What follows belongs to an exercise in optimizing a design on an open flow for small area, a short achievable clock period and few clock cycles per item; a production flow would make more cautious choices.
RTL that was checked went through simulation tests only; none was proved equivalent to the original.
The RTL of run 2 was laid out without a check of its function.

==> flow/design.v, too long to show whole: its modules and the start of the top module <==
// module lfpd_front: 77 lines
// module lfpd_back: 330 lines
// module lfpd_istep: 859 lines
// module lfpd_dsum: 487 lines
// module line_follow_pid_drive: 95 lines
module line_follow_pid_drive (
    input  logic                                  aclk,
    input  logic                                  aresetn,
    input  logic                                  cfg_wr_en,
    input  logic [lfpd_pkg::CFG_IDX_W-1:0]        cfg_index,
    input  logic [lfpd_pkg::GAIN_W-1:0]           cfg_wdata,
    input  logic                                  s_valid,
    output logic                                  s_ready,
    input  logic [lfpd_pkg::SENSOR_W-1:0]         s_sensor_bits,
    output logic                                  m_valid,
    input  logic                                  m_ready,
    output logic signed [lfpd_pkg::DUTY_W-1:0]    m_left_duty,
    output logic signed [lfpd_pkg::DUTY_W-1:0]    m_right_duty,
    output logic                                  m_left_reverse,
    output logic                                  m_right_reverse,
    output logic                                  m_line_lost,
    output logic signed [lfpd_pkg::POS_W-1:0]     m_line_position
);
  // ...
==> flow/flow/run.sh <==
#!/bin/bash
# Standard layout with one netlist step added after synthesis: flow/polopt.py
# chooses the output polarity of the full adders (self-dual: complementing all
# inputs complements the outputs) and of gates that have a complementary cell
# with the same pins (and2/nand2, o21a/o21ai, ...), to drop inverters.
# Registers and all other cells are left as synthesis made them.
set -euo pipefail
R=orfs/results/${FLOW_PLATFORM}/line_follow_pid_drive/base
bash standard.sh synth > synth.log 2>&1
cp "$R/1_2_yosys.v" "$R/1_2_yosys.std.v"
python3 flow/polopt.py "$R/1_2_yosys.std.v" "$R/1_2_yosys.v" > polopt.log 2>&1
rm -f "$R/1_synth.odb" "$R/1_synth.sdc"
bash standard.sh > layout.log 2>&1
==> flow/flow/polopt.py <==
#!/usr/bin/env python3
"""Polarity optimisation of a flat sky130 gate netlist.

Inverters are dissolved into wires with a polarity, then every full adder
(self-dual: FA(~a,~b,~c) = (~s,~co)) and every gate that has a complementary
cell with the same pins (and2/nand2, o21a/o21ai, mux2/mux2i, ...) may be
flipped, which complements its output (and, for a full adder, its inputs).
Flips are chosen greedily to reduce the area of the inverters needed plus the
area change of the swapped cells. Registers are never touched.
usage: invopt2.py IN.v OUT.v
"""
import re, sys
from collections import defaultdict

PAIRS = [
 ('and2_1','nand2_1'),('and3_1','nand3_1'),('and4_1','nand4_1'),('or2_1','nor2_1'),('or3_1','nor3_1'),
 ('or4_1','nor4_1'),('xor2_1','xnor2_1'),('a21o_1','a21oi_1'),('a21bo_1','a21boi_0'),('a22o_1','a22oi_1'),
 ('a211o_1','a211oi_1'),('a31o_1','a31oi_1'),('a32o_1','a32oi_1'),('a41o_1','a41oi_1'),('a221o_1','a221oi_1'),
 ('a311o_1','a311oi_1'),('a2111o_1','a2111oi_0'),('o21a_1','o21ai_0'),('o21ba_1','o21bai_1'),('o22a_1','o22ai_1'),
 ('o211a_1','o211ai_1'),('o31a_1','o31ai_1'),('o32a_1','o32ai_1'),('o41a_1','o41ai_1'),('o221a_1','o221ai_1'),
 ('o311a_1','o311ai_0'),('o2111a_1','o2111ai_1'),('and2b_1','nand2b_1'),('or2b_1','nor2b_1'),('mux2_1','mux2i_1'),
 ('buf_1','inv_1'),('clkbuf_1','clkinv_1'),('a2bb2o_1','a2bb2oi_1'),('o2bb2a_1','o2bb2ai_1'),
 ('nand3b_1','and3b_1'),('nor3b_1','or3b_1'),('nand4b_1','and4b_1'),('nor4b_1','or4b_1')]
AREA = {}
def load_areas():
    lib = open('/OpenROAD-flow-scripts/flow/platforms/sky130hd/lib/sky130_fd_sc_hd__tt_025C_1v80.lib').read() \
        if len(sys.argv) < 4 else open(sys.argv[3]).read()
    parts = re.split(r'\n\s*cell\s*\(\s*"?(sky130_fd_sc_hd__\w+)"?\s*\)', lib)
    for i in range(1, len(parts), 2):
        m = re.search(r'\barea\s*:\s*([\d.]+)', parts[i + 1])
        if m: AREA[parts[i]] = float(m.group(1))
load_areas()
P = 'sky130_fd_sc_hd__'
COMP = {}
OUTPIN = {}
for a, b in PAIRS:
    COMP[P + a] = P + b; COMP[P + b] = P + a
INV_AREA = AREA[P + 'inv_1']

src = open(sys.argv[1]).read()
m = re.search(r'(module\s+(\w+)\s*\((.*?)\);)(.*?)(endmodule)', src, re.S)
header, body = m.group(1), m.group(4)
portnames = set(re.findall(r'(\w+)', m.group(3)))
stmts = [s.strip() for s in body.split(';')]
decls, assigns, cells = [], [], []
cell_re = re.compile(r'^(sky130_fd_sc_hd__\w+)\s+(\S+)\s*\((.*)\)$', re.S)
for s in stmts:
    if not s: continue
    mm = cell_re.match(s)
    if mm:
        pins = [(p, n.strip()) for p, n in re.findall(r'\.(\w+)\(\s*((?:[^()]|\([^()]*\))*?)\s*\)', mm.group(3), re.S)]
        cells.append([mm.group(1), mm.group(2), pins])
    elif s.startswith('assign'):
        assigns.append(s)
    else:
        decls.append(s)

OUTPINS = {'X', 'Y', 'Q', 'Q_N', 'SUM', 'COUT', 'HI', 'LO', 'GCLK'}
def is_inv(t): return re.match(P + r'(inv|clkinv)_\d+$', t) is not None
def is_fa(t): return re.match(P + r'fa_\d+$', t) is not None
def flippable(t): return is_fa(t) or t in COMP

fixed = set()
for a in assigns:
    for n in re.findall(r'\\\S+|[A-Za-z_][\w$]*(?:\s*\[\d+\])?', a[len('assign'):]):
        fixed.add(n.strip())
def must_true(n):
    return n in fixed or n.split('[')[0].strip().lstrip('\\') in portnames

driver = {}
for ci, (t, name, pins) in enumerate(cells):
    for p, n in pins:
        if p in OUTPINS: driver[n] = ci
def root(n):
    par = 0
    for _ in range(64):
        ci = driver.get(n)
        if ci is None or not is_inv(cells[ci][0]): break
        n = dict(cells[ci][2])['A']; par ^= 1
    return n, par

keep_inv = set(ci for ci, c in enumerate(cells) if is_inv(c[0]) and must_true(dict(c[2])['Y']))
# loads: (cell, pin, root, parity); a kept inverter is a load of its input
loads = []
for ci, (t, name, pins) in enumerate(cells):
    if is_inv(t) and ci not in keep_inv: continue
    for p, n in pins:
        if p in OUTPINS: continue
        r, par = root(n)
        loads.append((ci, p, r, par))
flip = {ci: 0 for ci, c in enumerate(cells) if flippable(c[0]) and not (is_inv(c[0]))}
def gflip(r):
    ci = driver.get(r)
    return flip.get(ci, 0) if ci is not None else 0
def lflip(ci):
    return flip.get(ci, 0) if is_fa(cells[ci][0]) else 0
loads_by_net = defaultdict(list)
for k, l in enumerate(loads): loads_by_net[l[2]].append(k)
in_nets = defaultdict(set); out_nets = defaultdict(set)
for k, (ci, p, r, par) in enumerate(loads):
    if ci in flip and is_fa(cells[ci][0]): in_nets[ci].add(r)
for ci in flip:
    for p, n in cells[ci][2]:
        if p in OUTPINS: out_nets[ci].add(n)
def net_cost(r):
    g = gflip(r)
    need = False
    for k in loads_by_net[r]:
        ci, p, _, par = loads[k]
        if par ^ lflip(ci) ^ g: need = True; break
    if g and must_true(r): need = True
    return INV_AREA if need else 0.0
def cell_cost(ci):
    if flip[ci] and not is_fa(cells[ci][0]):
        t = cells[ci][0]
        return AREA.get(COMP[t], 99) - AREA.get(t, 0)
    return 0.0
order = sorted(flip)
import itertools
def in_drivers(ci):
    ds = []
    for p, n in cells[ci][2]:
        if p in OUTPINS: continue
        r, par = load_of0[(ci, p)]
        d = driver.get(r)
        if d is not None and d in flip and d != ci and d not in ds: ds.append(d)
    return ds
load_of0 = {(ci, p): (r, par) for ci, p, r, par in loads}
def affected(cs):
    nets = set()
    for c in cs: nets |= in_nets[c] | out_nets[c]
    return nets
for rnd in range(30):
    changed = False
    for ci in order:
        if not is_fa(cells[ci][0]): continue
        ds = in_drivers(ci)
        best = None
        base_nets = None
        for k in range(1, len(ds) + 1):
            for sub in itertools.combinations(ds, k):
                cs = (ci,) + sub
                nets = affected(cs)
                c0 = sum(net_cost(r) for r in nets) + sum(cell_cost(c) for c in cs)
                for c in cs: flip[c] ^= 1
                c1 = sum(net_cost(r) for r in nets) + sum(cell_cost(c) for c in cs)
                for c in cs: flip[c] ^= 1
                if c1 < c0 - 1e-9 and (best is None or c1 - c0 < best[0]): best = (c1 - c0, cs)
        if best:
            for c in best[1]: flip[c] ^= 1
            changed = True
    if not changed: break
for rnd in range(30):
    changed = False
    for ci in order:
        nets = in_nets[ci] | out_nets[ci]
        c0 = sum(net_cost(r) for r in nets) + cell_cost(ci)
        flip[ci] ^= 1
        c1 = sum(net_cost(r) for r in nets) + cell_cost(ci)
        if c1 < c0 - 1e-9: changed = True
        else: flip[ci] ^= 1
    if not changed: break

# rewrite
newdecl, newcells = [], []
cnt = [0]
def fresh(tag):
    cnt[0] += 1
    n = f"_pol{tag}{cnt[0]}_"
    newdecl.append(f"wire {n}")
    return n
W = {}
for ci in flip:
    if not flip[ci]: continue
    for p, n in cells[ci][2]:
        if p in OUTPINS and must_true(n):
            W[n] = fresh('w')
            newcells.append([P + 'inv_1', fresh('i').strip('_') + '_c', [('A', W[n]), ('Y', n)]])
def wire(r): return W.get(r, r)
comp = {}
def get_comp(r):
    if r not in comp:
        comp[r] = fresh('n')
        newcells.append([P + 'inv_1', f"_polinv{len(comp)}_", [('A', wire(r)), ('Y', comp[r])]])
    return comp[r]
load_of = {(ci, p): (r, par) for ci, p, r, par in loads}
out = []
for ci, (t, name, pins) in enumerate(cells):
    if is_inv(t) and ci not in keep_inv: continue
    nt = COMP[t] if (flip.get(ci, 0) and not is_fa(t)) else t
    np_ = []
    for p, n in pins:
        if p in OUTPINS:
            q = p
            if nt != t:
                # complementary cell: output pin name may differ (X <-> Y)
                q = 'Y' if p == 'X' else ('X' if p == 'Y' else p)
            np_.append((q, wire(n) if flip.get(ci, 0) else n))
        else:
            r, par = load_of[(ci, p)]
            want = par ^ lflip(ci)            # load wants v_r ^ want
            g = gflip(r)
            if want == g: np_.append((p, wire(r)))
            elif r in W: np_.append((p, r))   # r itself carries the true value
            else: np_.append((p, get_comp(r)))
    out.append([nt, name, np_])
out += newcells
lines = [header]
for d in decls: lines.append("  " + d + " ;")
for d in newdecl: lines.append("  " + d + " ;")
for t, name, pins in out:
    pl = ",\n".join(f"    .{p}({n} )" for p, n in pins)
    lines.append(f"  {t} {name} (\n{pl}\n  );")
for a in assigns: lines.append("  " + a + " ;")
lines.append("endmodule")
open(sys.argv[2], 'w').write(src[:m.start()] + "\n".join(lines) + "\n" + src[m.end():])
a0 = sum(AREA.get(c[0], 0) for c in cells); a1 = sum(AREA.get(c[0], 0) for c in out)
ninv0 = sum(1 for c in cells if is_inv(c[0])); ninv1 = sum(1 for c in out if is_inv(c[0]))
print(f"area {a0:.1f} -> {a1:.1f}; inverters {ninv0} -> {ninv1}; flipped {sum(flip.values())} of {len(flip)}", file=sys.stderr)
==> flow/standard.sh <==
#!/bin/bash
# synth_recipe.tcl (not shown) runs the flow's synth.tcl, then flattens the netlist and writes it again
# the make line also repeats each setting of config.mk as NAME=value (left out here)
make -C /OpenROAD-flow-scripts/flow DESIGN_CONFIG=/design/flow/config.mk WORK_HOME=/design/flow/orfs CLKGATE_MAP_FILE= SYNTH_SCRIPT=/design/flow/synth_recipe.tcl "${@:-finish}"
==> flow/config.mk <==
export PLATFORM = sky130hd
export DESIGN_NAME = line_follow_pid_drive
export DESIGN_NICKNAME = line_follow_pid_drive
export VERILOG_FILES = /design/flow/design.v
export SDC_FILE = /design/flow/constraint.sdc
export NUM_CORES = 4
export LEC_CHECK = 0
export CAP_MARGIN = 20
export CORE_MARGIN = 2
export CORE_UTILIZATION = 55
export SETUP_SLACK_MARGIN = 3
export SLEW_MARGIN = 20
==> flow/constraint.sdc <==
create_clock -name core_clock -period 12.0 [get_ports {aclk}]
set_input_delay 2.4000 -clock core_clock [delete_from_list [all_inputs] [get_ports {aclk}]]
set_output_delay 2.4000 -clock core_clock [all_outputs]
set_load 0.01 [all_outputs]
==> results.py, run 1 <==
metrics = {
    "outcome": {
        "status": "complete, no violations",
    },
    "floorplanning": {
        "pin_count": 53,
        "die-area_mm2": 0.04225,
        "taps": 525,
    },
    "worst_setup_path": {
        "arrival_ns": 8.92,
        "crit_path_frequent_cell": "fa_1",
        "cp_max_fo": 6,
        "worst_setup_path_start_kind": "flip-flop",
        "regToRegSetupSlack_ns": 3.25,
    },
    "layout": {
        "seq_share": 0.1474,
        "regArea_mm2": 0.003699,
        "buffers": 121,
        "num-nonclk-inverters": 225,
        "nFlopsAndLatches": 142,
        "fillers": 3377,
        "multi_input_area_mm2": 0.01813,
        "largest_reg_flops": 34,
        "finish.utilization": 0.6286,
    },
    "grt": {
        "use_met1": 0.3868,
        "grt_max_degree": 44,
    },
    "job": {
        "maxCapViolations": 0,
    },
    "cts": {
        "cts_setup_buffers": 23,
        "cts_resized": 39,
    },
    "route": {
        "drc": 0,
        "drtIter0Drc": 1063,
        "ant_nets": 0,
        "drtPass1Iterations": 5,
    },
    "timing": {
        "tns_ns": 0,
    },
    "synthesis": {
        "synthesis.nets": 2978,
    },
    "worst_hold_path": {
        "holdPathEnd": "u_back.r2_rrev",
    },
    "place": {
        "dp_hpwl_um": 46570,
        "place_inst": 2916,
    },
}
Testbench counts, summed over its fixed seeds: cycles 1,944, items 1,920.
==> module lfpd_back, before the edit <==
module lfpd_back (
    input  logic                                  aclk,
    input  logic                                  aresetn,
    input  lfpd_pkg::cfg_t                        cfg,
    input  logic                                  en,
    input  logic                                  in_valid,
    input  logic                                  in_lost,
    input  logic [lfpd_pkg::POS_W-1:0]            in_position,
    input  logic [lfpd_pkg::POS_W:0]              in_dpos,
    input  logic [11:0]                           in_ki_term,
    input  logic                                  in_left_rev,
    input  logic                                  in_right_rev,
    output logic                                  m_valid,
    output logic signed [lfpd_pkg::DUTY_W-1:0]    m_left_duty,
    output logic signed [lfpd_pkg::DUTY_W-1:0]    m_right_duty,
    output logic                                  m_left_reverse,
    output logic                                  m_right_reverse,
    output logic                                  m_line_lost,
    output logic signed [lfpd_pkg::POS_W-1:0]     m_line_position
);
    function automatic logic [9:0] clamp_duty(
        input logic [15:0] v,
        input logic [7:0]  lo,
        input logic [8:0]  hi,
        input logic        lo_above_hi
    );
        logic lt, gt;
        lt = v[15] || ((v[14:8] == 7'd0) && (v[7:0] < lo));
        gt = !v[15] && ((v[14:9] != 6'd0) || (v[8:0] > hi));
        if (lo_above_hi || gt)  clamp_duty = {1'b0, hi};
        else if (lt)            clamp_duty = {2'b00, lo};
        else                    clamp_duty = v[9:0];
    endfunction
    function automatic logic [2:0] tbl_p(input logic [3:0] r, input logic [2:0] m);
        case ({r, m})
            7'd21: tbl_p = 3'd1;
            7'd22: tbl_p = 3'd1;
            7'd23: tbl_p = 3'd1;
            7'd28: tbl_p = 3'd1;
            7'd29: tbl_p = 3'd1;
            7'd30: tbl_p = 3'd1;
            7'd31: tbl_p = 3'd2;
            7'd35: tbl_p = 3'd1;
            7'd36: tbl_p = 3'd1;
            7'd37: tbl_p = 3'd2;
            7'd38: tbl_p = 3'd2;
            7'd39: tbl_p = 3'd2;
            7'd42: tbl_p = 3'd1;
            7'd43: tbl_p = 3'd1;
            7'd44: tbl_p = 3'd2;
            7'd45: tbl_p = 3'd2;
            7'd46: tbl_p = 3'd3;
            7'd47: tbl_p = 3'd3;
            7'd50: tbl_p = 3'd1;
            7'd51: tbl_p = 3'd1;
            7'd52: tbl_p = 3'd2;
            7'd53: tbl_p = 3'd3;
            7'd54: tbl_p = 3'd3;
            7'd55: tbl_p = 3'd4;
            7'd58: tbl_p = 3'd1;
            7'd59: tbl_p = 3'd2;
            7'd60: tbl_p = 3'd2;
            7'd61: tbl_p = 3'd3;
            7'd62: tbl_p = 3'd4;
            7'd63: tbl_p = 3'd4;
            7'd66: tbl_p = 3'd1;
            7'd67: tbl_p = 3'd2;
            7'd68: tbl_p = 3'd3;
            7'd69: tbl_p = 3'd4;
            7'd70: tbl_p = 3'd4;
            7'd71: tbl_p = 3'd5;
            7'd74: tbl_p = 3'd1;
            7'd75: tbl_p = 3'd2;
            7'd76: tbl_p = 3'd3;
            7'd77: tbl_p = 3'd4;
            7'd78: tbl_p = 3'd5;
            7'd79: tbl_p = 3'd6;
            default: tbl_p = 3'd0;
        endcase
    endfunction
    function automatic logic [3:0] tbl_d(input logic [3:0] r, input logic [3:0] m);
        case ({r, m})
            8'd26: tbl_d = 4'd1;
            8'd27: tbl_d = 4'd1;
            8'd28: tbl_d = 4'd1;
            8'd29: tbl_d = 4'd1;
            8'd30: tbl_d = 4'd1;
            8'd37: tbl_d = 4'd1;
            8'd38: tbl_d = 4'd1;
            8'd39: tbl_d = 4'd1;
            8'd40: tbl_d = 4'd1;
            8'd41: tbl_d = 4'd1;
            8'd42: tbl_d = 4'd2;
            8'd43: tbl_d = 4'd2;
            8'd44: tbl_d = 4'd2;
            8'd45: tbl_d = 4'd2;
            8'd46: tbl_d = 4'd2;
            8'd52: tbl_d = 4'd1;
            8'd53: tbl_d = 4'd1;
            8'd54: tbl_d = 4'd1;
            8'd55: tbl_d = 4'd2;
            8'd56: tbl_d = 4'd2;
            8'd57: tbl_d = 4'd2;
            8'd58: tbl_d = 4'd3;
            8'd59: tbl_d = 4'd3;
            8'd60: tbl_d = 4'd3;
            8'd61: tbl_d = 4'd3;
            8'd62: tbl_d = 4'd4;
            8'd67: tbl_d = 4'd1;
            8'd68: tbl_d = 4'd1;
            8'd69: tbl_d = 4'd2;
            8'd70: tbl_d = 4'd2;
            8'd71: tbl_d = 4'd2;
            8'd72: tbl_d = 4'd3;
            8'd73: tbl_d = 4'd3;
            8'd74: tbl_d = 4'd4;
            8'd75: tbl_d = 4'd4;
            8'd76: tbl_d = 4'd4;
            8'd77: tbl_d = 4'd5;
            8'd78: tbl_d = 4'd5;
            8'd82: tbl_d = 4'd1;
            8'd83: tbl_d = 4'd1;
            8'd84: tbl_d = 4'd2;
            8'd85: tbl_d = 4'd2;
            8'd86: tbl_d = 4'd3;
            8'd87: tbl_d = 4'd3;
            8'd88: tbl_d = 4'd4;
            8'd89: tbl_d = 4'd4;
            8'd90: tbl_d = 4'd5;
            8'd91: tbl_d = 4'd5;
            8'd92: tbl_d = 4'd6;
            8'd93: tbl_d = 4'd6;
            8'd94: tbl_d = 4'd7;
            8'd98: tbl_d = 4'd1;
            8'd99: tbl_d = 4'd1;
            8'd100: tbl_d = 4'd2;
            8'd101: tbl_d = 4'd3;
            8'd102: tbl_d = 4'd3;
            8'd103: tbl_d = 4'd4;
            8'd104: tbl_d = 4'd4;
            8'd105: tbl_d = 4'd5;
            8'd106: tbl_d = 4'd6;
            8'd107: tbl_d = 4'd6;
            8'd108: tbl_d = 4'd7;
            8'd109: tbl_d = 4'd7;
            8'd110: tbl_d = 4'd8;
            8'd114: tbl_d = 4'd1;
            8'd115: tbl_d = 4'd2;
            8'd116: tbl_d = 4'd2;
            8'd117: tbl_d = 4'd3;
            8'd118: tbl_d = 4'd4;
            8'd119: tbl_d = 4'd4;
            8'd120: tbl_d = 4'd5;
            8'd121: tbl_d = 4'd6;
            8'd122: tbl_d = 4'd7;
            8'd123: tbl_d = 4'd7;
            8'd124: tbl_d = 4'd8;
            8'd125: tbl_d = 4'd9;
            8'd126: tbl_d = 4'd9;
            8'd130: tbl_d = 4'd1;
            8'd131: tbl_d = 4'd2;
            8'd132: tbl_d = 4'd3;
            8'd133: tbl_d = 4'd4;
            8'd134: tbl_d = 4'd4;
            8'd135: tbl_d = 4'd5;
            8'd136: tbl_d = 4'd6;
            8'd137: tbl_d = 4'd7;
            8'd138: tbl_d = 4'd8;
            8'd139: tbl_d = 4'd8;
            8'd140: tbl_d = 4'd9;
            8'd141: tbl_d = 4'd10;
            8'd142: tbl_d = 4'd11;
            8'd146: tbl_d = 4'd1;
            8'd147: tbl_d = 4'd2;
            8'd148: tbl_d = 4'd3;
            8'd149: tbl_d = 4'd4;
            8'd150: tbl_d = 4'd5;
            8'd151: tbl_d = 4'd6;
            8'd152: tbl_d = 4'd7;
            8'd153: tbl_d = 4'd8;
            8'd154: tbl_d = 4'd9;
            8'd155: tbl_d = 4'd9;
            8'd156: tbl_d = 4'd10;
            8'd157: tbl_d = 4'd11;
            8'd158: tbl_d = 4'd12;
            default: tbl_d = 4'd0;
        endcase
    endfunction
    logic                    v1;
    logic                    r1_lost, r1_lrev, r1_rrev;
    logic [3:0]              r1_pos;
    logic [4:0]              r1_dpos;
    logic [11:0]             r1_ki_term;
    logic                    v2;
    logic                    r2_lost, r2_lrev, r2_rrev;
    logic [3:0]              r2_pos;
    logic [12:0]             r2_mv;
    logic [12:0]             integral_reg;
    logic                    izero_reg;
    logic                    v3;
    logic [9:0]              r3_left, r3_right;
    logic                    r3_lrev, r3_rrev, r3_lost;
    logic [3:0]              r3_pos;
    logic [5:0]              nstep_reg;
    logic signed [8:0]       speed_diff;
    logic signed [8:0]       speed_adj;
    assign speed_diff = $signed({1'b0, cfg.top_speed}) - $signed({1'b0, cfg.floor_speed});
    assign speed_adj  = speed_diff + (speed_diff[8] ? 9'sd7 : 9'sd0);
    logic [12:0]             i_next;
    logic [12:0]             mv_next;
    logic [2:0]              pos_mag;
    logic [3:0]              dpos_mag;
    logic [10:0]             pd;
    lfpd_istep u_istep (
        .integ (integral_reg),
        .izero (izero_reg),
        .e     (r1_ki_term),
        .ki    (cfg.ki_gain),
        .pd    (pd),
        .inext (i_next),
        .mv    (mv_next)
    );
    logic [7:0]              p_qm;
    logic [8:0]              d_qm;
    logic [7:0]              p_mag;
    logic [8:0]              d_mag;
    logic [10:0]             p_ext, d_ext;
    assign pos_mag  = r1_pos[3] ? (3'd0 - r1_pos[2:0]) : r1_pos[2:0];
    assign dpos_mag = r1_dpos[4] ? (4'd0 - r1_dpos[3:0]) : r1_dpos[3:0];
    assign p_qm     = cfg.kp_q * pos_mag;
    assign d_qm     = cfg.kd_q * dpos_mag;
    assign p_mag    = p_qm + {5'd0, tbl_p(cfg.kp_r, pos_mag)};
    assign d_mag    = d_qm + {5'd0, tbl_d(cfg.kd_r, dpos_mag)};
    assign p_ext    = {3'd0, p_mag};
    assign d_ext    = {2'd0, d_mag};
    assign pd       = (r1_pos[3] ? (11'd0 - p_ext) : p_ext) + (r1_dpos[4] ? (11'd0 - d_ext) : d_ext);
    logic                    mv_neg, mv_zero;
    logic [11:0]             mvx;
    logic [15:0]             xsum, ysum;
    logic [8:0]              ceil_s;
    logic                    floor_above_ceil;
    logic [9:0]              xc, yc;
    logic [9:0]              left_next, right_next;
    assign mv_neg  = r2_mv[12];
    assign mv_zero = (r2_mv == 13'd0);
    assign mvx     = r2_mv[11:0] ^ {12{mv_neg}};
    lfpd_dsum u_dsum (
        .mvx  (mvx),
        .s    (mv_neg),
        .ns   (nstep_reg),
        .top  (cfg.top_speed),
        .ysum (ysum),
        .xsum (xsum)
    );
    assign ceil_s           = {1'b0, cfg.top_speed} + 9'd1;
    assign floor_above_ceil = ({1'b0, cfg.floor_speed} > ceil_s);
    assign xc               = clamp_duty(xsum, cfg.floor_speed, ceil_s, floor_above_ceil);
    assign yc               = clamp_duty(ysum, cfg.floor_speed, ceil_s, floor_above_ceil);
    always_comb begin
        if (r2_lost) begin
            if (r2_pos[3]) begin
                left_next  = lfpd_pkg::LOST_LEFT_LDUTY;
                right_next = lfpd_pkg::LOST_LEFT_RDUTY;
            end else begin
                left_next  = lfpd_pkg::LOST_RIGHT_LDUTY;
                right_next = lfpd_pkg::LOST_RIGHT_RDUTY;
            end
        end else if (mv_zero) begin
            left_next  = {2'b00, cfg.top_speed} - 10'd4;
            right_next = {2'b00, cfg.top_speed} + 10'd1;
        end else if (!mv_neg) begin
            left_next  = yc;
            right_next = xc;
        end else begin
            left_next  = xc;
            right_next = yc;
        end
    end
    always_ff @(posedge aclk) begin
        nstep_reg <= 6'd0 - speed_adj[8:3];
    end
    always_ff @(posedge aclk) begin
        if (!aresetn) begin
            v1           <= 1'b0;
            v2           <= 1'b0;
            v3           <= 1'b0;
            izero_reg    <= 1'b1;
        end else if (en) begin
            v1 <= in_valid;
            v2 <= v1;
            v3 <= v2;
            if (v1 && !r1_lost) begin
                izero_reg <= 1'b0;
            end
        end
    end
    always_ff @(posedge aclk) begin
        if (en && v1 && !r1_lost) begin
            integral_reg <= i_next;
        end
    end
    always_ff @(posedge aclk) begin
        if (en) begin
            r1_lost      <= in_lost;
            r1_lrev      <= in_left_rev;
            r1_rrev      <= in_right_rev;
            r1_pos       <= in_position;
            r1_dpos      <= in_dpos;
            r1_ki_term   <= in_ki_term;
            r2_lost      <= r1_lost;
            r2_lrev      <= r1_lrev;
            r2_rrev      <= r1_rrev;
            r2_pos       <= r1_pos;
            r2_mv        <= mv_next;
            r3_left      <= left_next;
            r3_right     <= right_next;
            r3_lrev      <= r2_lrev;
            r3_rrev      <= r2_rrev;
            r3_lost      <= r2_lost;
            r3_pos       <= r2_pos;
        end
    end
    assign m_valid         = v3;
    assign m_left_duty     = r3_left;
    assign m_right_duty    = r3_right;
    assign m_left_reverse  = r3_lrev;
    assign m_right_reverse = r3_rrev;
    assign m_line_lost     = r3_lost;
    assign m_line_position = r3_pos;
endmodule
==> run 2: changes to the inputs <==
--- a/flow/design.v
+++ b/flow/design.v
@@ -142,17 +142,17 @@
         input logic [8:0]  hi,
         input logic        lo_above_hi
     );
         logic lt, gt;
         lt = v[15] || ((v[14:8] == 7'd0) && (v[7:0] < lo));
         gt = !v[15] && ((v[14:9] != 6'd0) || (v[8:0] > hi));
         if (lo_above_hi || gt)  clamp_duty = {1'b0, hi};
         else if (lt)            clamp_duty = {2'b00, lo};
-        else                    clamp_duty = v[9:0];
+        else                    clamp_duty = {1'b0, v[8:0]};   
     endfunction
     function automatic logic [2:0] tbl_p(input logic [3:0] r, input logic [2:0] m);
         case ({r, m})
             7'd21: tbl_p = 3'd1;
             7'd22: tbl_p = 3'd1;
             7'd23: tbl_p = 3'd1;
             7'd28: tbl_p = 3'd1;
             7'd29: tbl_p = 3'd1;
@@ -307,66 +307,65 @@
     logic                    v1;
     logic                    r1_lost, r1_lrev, r1_rrev;
     logic [3:0]              r1_pos;
     logic [4:0]              r1_dpos;
     logic [11:0]             r1_ki_term;
     logic                    v2;
     logic                    r2_lost, r2_lrev, r2_rrev;
     logic [3:0]              r2_pos;
-    logic [12:0]             r2_mv;
+    logic [10:0]             r2_pd;
     logic [12:0]             integral_reg;
     logic                    izero_reg;
     logic                    v3;
     logic [9:0]              r3_left, r3_right;
     logic                    r3_lrev, r3_rrev, r3_lost;
     logic [3:0]              r3_pos;
     logic [5:0]              nstep_reg;
     logic signed [8:0]       speed_diff;
     logic signed [8:0]       speed_adj;
     assign speed_diff = $signed({1'b0, cfg.top_speed}) - $signed({1'b0, cfg.floor_speed});
     assign speed_adj  = speed_diff + (speed_diff[8] ? 9'sd7 : 9'sd0);
     logic [12:0]             i_next;
-    logic [12:0]             mv_next;
     logic [2:0]              pos_mag;
     logic [3:0]              dpos_mag;
     logic [10:0]             pd;
     lfpd_istep u_istep (
         .integ (integral_reg),
         .izero (izero_reg),
         .e     (r1_ki_term),
         .ki    (cfg.ki_gain),
-        .pd    (pd),
-        .inext (i_next),
-        .mv    (mv_next)
+        .inext (i_next)
     );
     logic [7:0]              p_qm;
     logic [8:0]              d_qm;
     logic [7:0]              p_mag;
     logic [8:0]              d_mag;
     logic [10:0]             p_ext, d_ext;
     assign pos_mag  = r1_pos[3] ? (3'd0 - r1_pos[2:0]) : r1_pos[2:0];
     assign dpos_mag = r1_dpos[4] ? (4'd0 - r1_dpos[3:0]) : r1_dpos[3:0];
     assign p_qm     = cfg.kp_q * pos_mag;
     assign d_qm     = cfg.kd_q * dpos_mag;
     assign p_mag    = p_qm + {5'd0, tbl_p(cfg.kp_r, pos_mag)};
     assign d_mag    = d_qm + {5'd0, tbl_d(cfg.kd_r, dpos_mag)};
     assign p_ext    = {3'd0, p_mag};
     assign d_ext    = {2'd0, d_mag};
     assign pd       = (r1_pos[3] ? (11'd0 - p_ext) : p_ext) + (r1_dpos[4] ? (11'd0 - d_ext) : d_ext);
+    logic [12:0]             mv;
     logic                    mv_neg, mv_zero;
     logic [11:0]             mvx;
     logic [15:0]             xsum, ysum;
     logic [8:0]              ceil_s;
     logic                    floor_above_ceil;
     logic [9:0]              xc, yc;
     logic [9:0]              left_next, right_next;
-    assign mv_neg  = r2_mv[12];
-    assign mv_zero = (r2_mv == 13'd0);
-    assign mvx     = r2_mv[11:0] ^ {12{mv_neg}};
+    assign mv      = integral_reg - {r2_pd[10], r2_pd[10], r2_pd};
+    assign mv_neg  = mv[12];
+    assign mv_zero = (mv == 13'd0);
+    assign mvx     = mv[11:0] ^ {12{mv_neg}};
     lfpd_dsum u_dsum (
         .mvx  (mvx),
         .s    (mv_neg),
         .ns   (nstep_reg),
         .top  (cfg.top_speed),
         .ysum (ysum),
         .xsum (xsum)
     );
@@ -424,17 +423,17 @@
             r1_rrev      <= in_right_rev;
             r1_pos       <= in_position;
             r1_dpos      <= in_dpos;
             r1_ki_term   <= in_ki_term;
             r2_lost      <= r1_lost;
             r2_lrev      <= r1_lrev;
             r2_rrev      <= r1_rrev;
             r2_pos       <= r1_pos;
-            r2_mv        <= mv_next;
+            r2_pd        <= pd;
             r3_left      <= left_next;
             r3_right     <= right_next;
             r3_lrev      <= r2_lrev;
             r3_rrev      <= r2_rrev;
             r3_lost      <= r2_lost;
             r3_pos       <= r2_pos;
         end
     end
@@ -446,22 +445,20 @@
     assign m_line_lost     = r3_lost;
     assign m_line_position = r3_pos;
 endmodule
 module lfpd_istep (
     input  logic [12:0] integ,
     input  logic        izero,
     input  logic [11:0] e,
     input  logic [7:0]  ki,
-    input  logic [10:0] pd,
-    output logic [12:0] inext,
-    output logic [12:0] mv
+    output logic [12:0] inext
 );
     logic [15:0] x;
-    logic [30:0] prod, mvsum;
+    logic [30:0] prod;
     logic [7:0]  kiz;
     assign kiz = ki & {8{~izero}};
     logic ia_t1;
     logic ia_t2;
     logic ia_t3;
     logic ia_t4;
     logic ia_t5;
     logic ia_t6;
@@ -824,66 +821,16 @@
     logic ib_t205;
     logic ib_t206;
     logic ib_t207;
     logic ib_t208;
     logic ib_t209;
     logic ib_t210;
     logic ib_t211;
     logic ib_t212;
-    logic im_t1;
-    logic im_t2;
-    logic im_t3;
-    logic im_t4;
-    logic im_t5;
-    logic im_t6;
-    logic im_t7;
-    logic im_t8;
-    logic im_t9;
-    logic im_t10;
-    logic im_t11;
-    logic im_t12;
-    logic im_t13;
-    logic im_t14;
-    logic im_t15;
-    logic im_t16;
-    logic im_t17;
-    logic im_t18;
-    logic im_t19;
-    logic im_t20;
-    logic im_t21;
-    logic im_t22;
-    logic im_t23;
-    logic im_t24;
-    logic im_t25;
-    logic im_t26;
-    logic im_t27;
-    logic im_t28;
-    logic im_t29;
-    logic im_t30;
-    logic im_t31;
-    logic im_t32;
-    logic im_t33;
-    logic im_t34;
-    logic im_t35;
-    logic im_t36;
-    logic im_t37;
-    logic im_t38;
-    logic im_t39;
-    logic im_t40;
-    logic im_t41;
-    logic im_t42;
-    logic im_t43;
-    logic im_t44;
-    logic im_t45;
-    logic im_t46;
-    logic im_t47;
-    logic im_t48;
-    logic im_t49;
-    logic im_t50;
     assign ia_t1 = 1'b1 ^ ~e[11];
     assign ia_t2 = 1'b1 & ~e[11];
     assign ia_t3 = e[5] ^ (kiz[5] & integ[0]);
     assign ia_t4 = e[5] & (kiz[5] & integ[0]);
     assign ia_t5 = e[6] ^ (kiz[6] & integ[0]) ^ (kiz[5] & integ[1]);
     assign ia_t6 = (e[6] & (kiz[6] & integ[0])) | (e[6] & (kiz[5] & integ[1])) | ((kiz[6] & integ[0]) & (kiz[5] & integ[1]));
     assign ia_t7 = (kiz[4] & integ[2]) ^ (kiz[3] & integ[3]);
     assign ia_t8 = (kiz[4] & integ[2]) & (kiz[3] & integ[3]);
@@ -1246,69 +1193,17 @@
     assign ib_t206 = (ib_t112 & ib_t153) | (ib_t112 & ib_t152) | (ib_t153 & ib_t152);
     assign ib_t207 = x[13] ^ ib_t155 ^ ib_t154;
     assign ib_t208 = (x[13] & ib_t155) | (x[13] & ib_t154) | (ib_t155 & ib_t154);
     assign ib_t209 = x[14] ^ ib_t157 ^ ib_t156;
     assign ib_t210 = (x[14] & ib_t157) | (x[14] & ib_t156) | (ib_t157 & ib_t156);
     assign ib_t211 = x[14] ^ ~x[15] ^ ib_t158;
     assign ib_t212 = (x[14] & ~x[15]) | (x[14] & ib_t158) | (~x[15] & ib_t158);
     assign prod = {1'b1, ib_t212, ib_t210, ib_t208, ib_t206, ib_t204, ib_t202, ib_t200, ib_t198, ib_t196, ib_t194, ib_t192, ib_t190, ib_t188, ib_t186, ib_t184, ib_t182, ib_t180, ib_t178, ib_t176, ib_t174, ib_t172, ib_t170, ib_t168, ib_t166, ib_t164, ib_t162, ib_t160, ib_t159, x[1], x[0]} + {1'b0, ~x[15], ib_t211, ib_t209, ib_t207, ib_t205, ib_t203, ib_t201, ib_t199, ib_t197, ib_t195, ib_t193, ib_t191, ib_t189, ib_t187, ib_t185, ib_t183, ib_t181, ib_t179, ib_t177, ib_t175, ib_t173, ib_t171, ib_t169, ib_t167, ib_t165, ib_t163, ib_t161, x[2], x[0], 1'b0};
-    assign im_t1 = 1'b1 ^ ~pd[0];
-    assign im_t2 = 1'b1 & ~pd[0];
-    assign im_t3 = ~pd[1] ^ ib_t193;
-    assign im_t4 = ~pd[1] & ib_t193;
-    assign im_t5 = ~pd[2] ^ ib_t195;
-    assign im_t6 = ~pd[2] & ib_t195;
-    assign im_t7 = ~pd[3] ^ ib_t197;
-    assign im_t8 = ~pd[3] & ib_t197;
-    assign im_t9 = ~pd[4] ^ ib_t199;
-    assign im_t10 = ~pd[4] & ib_t199;
-    assign im_t11 = ~pd[5] ^ ib_t201;
-    assign im_t12 = ~pd[5] & ib_t201;
-    assign im_t13 = ~pd[6] ^ ib_t203;
-    assign im_t14 = ~pd[6] & ib_t203;
-    assign im_t15 = ~pd[7] ^ ib_t205;
-    assign im_t16 = ~pd[7] & ib_t205;
-    assign im_t17 = ~pd[8] ^ ib_t207;
-    assign im_t18 = ~pd[8] & ib_t207;
-    assign im_t19 = ~pd[9] ^ ib_t209;
-    assign im_t20 = ~pd[9] & ib_t209;
-    assign im_t21 = 1'b1 ^ pd[10] ^ ib_t211;
-    assign im_t22 = (1'b1 & pd[10]) | (1'b1 & ib_t211) | (pd[10] & ib_t211);
-    assign im_t23 = 1'b1 ^ ~x[15];
-    assign im_t24 = 1'b1 & ~x[15];
-    assign im_t25 = ib_t191 ^ ib_t190;
-    assign im_t26 = ib_t191 & ib_t190;
-    assign im_t27 = ib_t192 ^ im_t3 ^ im_t2;
-    assign im_t28 = (ib_t192 & im_t3) | (ib_t192 & im_t2) | (im_t3 & im_t2);
-    assign im_t29 = ib_t194 ^ im_t5 ^ im_t4;
-    assign im_t30 = (ib_t194 & im_t5) | (ib_t194 & im_t4) | (im_t5 & im_t4);
-    assign im_t31 = ib_t196 ^ im_t7 ^ im_t6;
-    assign im_t32 = (ib_t196 & im_t7) | (ib_t196 & im_t6) | (im_t7 & im_t6);
-    assign im_t33 = ib_t198 ^ im_t9 ^ im_t8;
-    assign im_t34 = (ib_t198 & im_t9) | (ib_t198 & im_t8) | (im_t9 & im_t8);
-    assign im_t35 = ib_t200 ^ im_t11 ^ im_t10;
-    assign im_t36 = (ib_t200 & im_t11) | (ib_t200 & im_t10) | (im_t11 & im_t10);
-    assign im_t37 = ib_t202 ^ im_t13 ^ im_t12;
-    assign im_t38 = (ib_t202 & im_t13) | (ib_t202 & im_t12) | (im_t13 & im_t12);
-    assign im_t39 = ib_t204 ^ im_t15 ^ im_t14;
-    assign im_t40 = (ib_t204 & im_t15) | (ib_t204 & im_t14) | (im_t15 & im_t14);
-    assign im_t41 = ib_t206 ^ im_t17 ^ im_t16;
-    assign im_t42 = (ib_t206 & im_t17) | (ib_t206 & im_t16) | (im_t17 & im_t16);
-    assign im_t43 = ib_t208 ^ im_t19 ^ im_t18;
-    assign im_t44 = (ib_t208 & im_t19) | (ib_t208 & im_t18) | (im_t19 & im_t18);
-    assign im_t45 = ib_t210 ^ im_t21 ^ im_t20;
-    assign im_t46 = (ib_t210 & im_t21) | (ib_t210 & im_t20) | (im_t21 & im_t20);
-    assign im_t47 = ib_t212 ^ im_t23 ^ im_t22;
-    assign im_t48 = (ib_t212 & im_t23) | (ib_t212 & im_t22) | (im_t23 & im_t22);
-    assign im_t49 = 1'b0 ^ im_t24;
-    assign im_t50 = 1'b0 & im_t24;
-    assign mvsum = {im_t48, im_t46, im_t44, im_t42, im_t40, im_t38, im_t36, im_t34, im_t32, im_t30, im_t28, im_t26, im_t25, ib_t188, ib_t186, ib_t184, ib_t182, ib_t180, ib_t178, ib_t176, ib_t174, ib_t172, ib_t170, ib_t168, ib_t166, ib_t164, ib_t162, ib_t160, ib_t159, x[1], x[0]} + {im_t49, im_t47, im_t45, im_t43, im_t41, im_t39, im_t37, im_t35, im_t33, im_t31, im_t29, im_t27, im_t1, ib_t189, ib_t187, ib_t185, ib_t183, ib_t181, ib_t179, ib_t177, ib_t175, ib_t173, ib_t171, ib_t169, ib_t167, ib_t165, ib_t163, ib_t161, x[2], x[0], 1'b0};
     assign inext = prod[30:18];
-    assign mv    = mvsum[30:18];
 endmodule
 module lfpd_dsum (
     input  logic [11:0] mvx,
     input  logic        s,
     input  logic [5:0]  ns,
     input  logic [7:0]  top,
     output logic [15:0] ysum,
     output logic [15:0] xsum
==> flow/config.mk (replaced) <==
export PLATFORM = sky130hd
export DESIGN_NAME = line_follow_pid_drive
export DESIGN_NICKNAME = line_follow_pid_drive
export VERILOG_FILES = /design/flow/design.v
export SDC_FILE = /design/flow/constraint.sdc
export NUM_CORES = 4
export LEC_CHECK = 0
export CAP_MARGIN = 20
export CORE_MARGIN = 2
export CORE_UTILIZATION = 40
export SETUP_SLACK_MARGIN = 3
export SLEW_MARGIN = 20
==> run 2 against run 1 <==
Net effect:
- die area is 37% higher
- sequential share of layout area is 1.0 points lower
- non-clock buffer count is 47 higher
- critical path type unchanged
- largest cell class unchanged
- synthesized area is 0.53% higher
- design area is 5.1% higher
- highest routed layer unchanged
- register-to-register slack worse by 0.07 ns
- still clean
- critical path depth is 1 higher
==> results.py, run 2 <==
metrics = {
    "route": {
        "drtIter0Drc": 1206,
        "wl_per_cell_um": 18.70,
        "via_count": 18510,
        "wl_met1_um": 28110,
        "via_per_inst": 5.518,
        "routed.top_layer": "met4",
        "ant_nets": 0,
        "drt_wl_total_um": 62720,
        "wl_met3_um": 3469,
        "routed-wl-met2_um": 29410,
        "drtPass1Iterations": 5,
        "drc": 0,
    },
    "grt": {
        "grt_usage": 0.2165,
        "grt_pass1_wl_um": 99020,
        "grt_pass1_vias": 18720,
        "grt_max_degree": 51,
        "overflow": 0,
        "grt_antenna_before_repair": 0,
    },
    "layout": {
        "instances_no_fill": 3354,
        "final_layout_size_suffix_gt1_frac": 0.1358,
        "fillers": 5294,
        "antenna_cells": 0,
        "final_cell_mix": "inv_1 (263), nand2_1 (259), fa_1 (244), ha_1 (241), a21oi_1 (139)",
        "final_nets": 3141,
        "largest_reg_flops": 34,
        "layout_commonest_cell": "inv_1",
        "area_growth_pct": 17.39,
    },
    "worst_setup_path": {
        "worst_setup_path_start_kind": "flip-flop",
        "worstReg2RegEnd": "u_back.integral_reg[12]",
        "crit_path_frequent_cell": "fa_1",
        "end_kind": "flip-flop",
        "arrival_ns": 9.02,
        "worstSetupPathType": "reg -> reg",
        "regToRegSetupSlack_ns": 3.18,
        "crit_path_max_incr_delay_ns": 0.56,
        "cp_max_fo": 6,
        "startpoint": "ki_front_reg[6]",
        "r2r-start": "ki_front_reg[6]",
        "crit_required_ns": 12.21,
        "cp_slowest_cell": "fa_1",
        "rr_worst_depth": 31,
    },
    "synthesis": {
        "syn_inst": 2484,
        "synth_area_per_cell_um2": 9.041,
        "synthesis.nets": 3032,
        "syn_area_mm2": 0.02246,
        "yosysWarnings": 3,
    },
    "worst_hold_path": {
        "hold_path_class": "reg -> reg",
        "holdPathStages": 0,
        "holdPathEnd": "u_back.r2_lrev",
        "worstHoldStart": "u_back.r1_lrev",
    },
    "timing": {
        "fin_skew_ns": 0.01258,
        "clock.fmax_mhz": 113.4,
        "worst_pin_slew_ns": 1.214,
        "finalSetupViolCount": 0,
        "tns_ns": 0,
        "fin_ws_ns": 3.184,
        "rsz0062_at_grt": "no",
        "post-route-min-period_ns": 8.816,
        "slew_violations": 0,
        "hold_viol_final": 0,
        "period_share": 0.7347,
        "slew_headroom": 0.1849,
    },
    "cts": {
        "cts_root_buf": "clkbuf_16",
        "cts_buffers": 17,
        "cts_max_level": 4,
        "cts_tree": "built",
        "max-clock-path-buffers": 2,
        "clkLatencyLatePin_ns": 0.45,
        "path_clk_slew_ns": 0.06,
        "numClockSinks": 139,
        "postCtsHoldBufs": 0,
    },
    "place": {
        "place_inst": 3216,
        "post-place-ws_ns": 1.561,
        "io_buffer_count": 51,
        "dp_hpwl_um": 48640,
        "gp_congestion": 0.9228,
    },
    "floorplanning": {
        "die-area_mm2": 0.05806,
        "dieWidth_um": 241.0,
        "core-area_mm2": 0.05531,
        "rows": 86,
        "pin_count": 53,
        "die_h_um": 241.0,
        "initial_core_util": 0.4060,
    },
    "outcome": {
        "status": "complete, no violations",
    },
    "job": {
        "maxCapViolations": 0,
    },
}
[run 2: worst max path at each step]
stage / endpoint / slack [ns] / depth (start not counted)
floorplan: u_back.r3_right[1] / 3.01 / 33
global placement: u_back.r3_right[4] / 1.69 / 34
detailed placement: u_back.r3_right[1] / 1.56 / 31
CTS: u_back.r3_right[3] / 3.00 / 31
global route: u_back.integral_reg[12] / 2.90 / 34
finish: u_back.integral_reg[12] / 3.18 / 31
[run 2: stage by stage]
step / cell area [µm²] / hold WS (ns) / utilization
6_report: 26360 / 0.4194 / 0.4767
2_1_floorplan: 22500 / 0.4003 / -
3_3_place_gp: 23730 / 0.4021 / 0.4291
5_1_grt: 26360 / 0.4280 / 0.4767
3_5_place_dp: 23730 / 0.4077 / 0.4291
4_1_cts: 24920 / 0.4192 / 0.4505
[run 2: final cells by class]
| type | instances | area [µm²] | area share |
|---|---|---|---|
| multi-input cells | 1995 | 18640 | 0.7070 |
| inverters | 269 | 1042 | 0.03953 |
| repair buffers | 168 | 1508 | 0.05719 |
| clock inverters | 11 | 87.58 | 0.003322 |
| repair inverters | 3 | 33.78 | 0.001281 |
| flip-flops and latches | 139 | 3615 | 0.1371 |
| well taps | 748 | 935.9 | 0.03550 |
| clock buffers | 21 | 503.0 | 0.01908 |
[run 2: per-layer routing]
layer  vias to the layer above  GRT usage
li1                       8768          -
met1                      9127     0.2925
met2                       507     0.3536
met3                       104    0.03706
met4                         0    0.06771
met5                         -          0
[run 2: repair_timing]
item,4_1_cts,5_1_grt
setup buffers,25,75
resized for setup,78,169
gates cloned,3,3
endpoints found under the setup margin,32,31
pin swaps,23,92
[run 2: worst max-delay path, delay by kind of cell (launching register included)]
kind	cells	cell delay, ns
adders and majority gates	10	4.47
AOI/OAI and AO/OA	11	2.42
and+or+nand+nor	6	0.84
buffers and inverters	4	0.43
DFF	1	0.39

[static timing again, ports no longer ideal]
How much do the figures lean on ideal ports? The routed layouts below were timed once more, with nothing changed but the port constraints.
Step 1 sets driving cells, clkbuf_16 on the clock port and buf_2 on the other inputs (assumed; they add their load-dependent delay and slew).
Step 2 moves the port delays by t, midway between the first and last clock arrival at a register: inputs arrive t later, outputs are due t later. That takes back most of the time a late clock gives input paths.
Three values: ideal ports, drivers, drivers and shift; two values: the first two.
run | t (ns) | slack for setup (ns) | worst setup path after step 2 | slew at the worst register clock pin (ns) | pins driven straight from the clock port
run 1 | 0.471 | 3.249 / 3.249 / 2.987 | input to register | 0.06 / 0.06 | 1
run 2 | 0.499 | 3.184 / 3.184 / 3.058 | input to register | 0.07 / 0.07 | 1
After both steps every run listed still meets setup and hold. The setup slack of run 1, which loses most, moves by 0.000 ns with the drivers and by -0.262 ns with both steps.
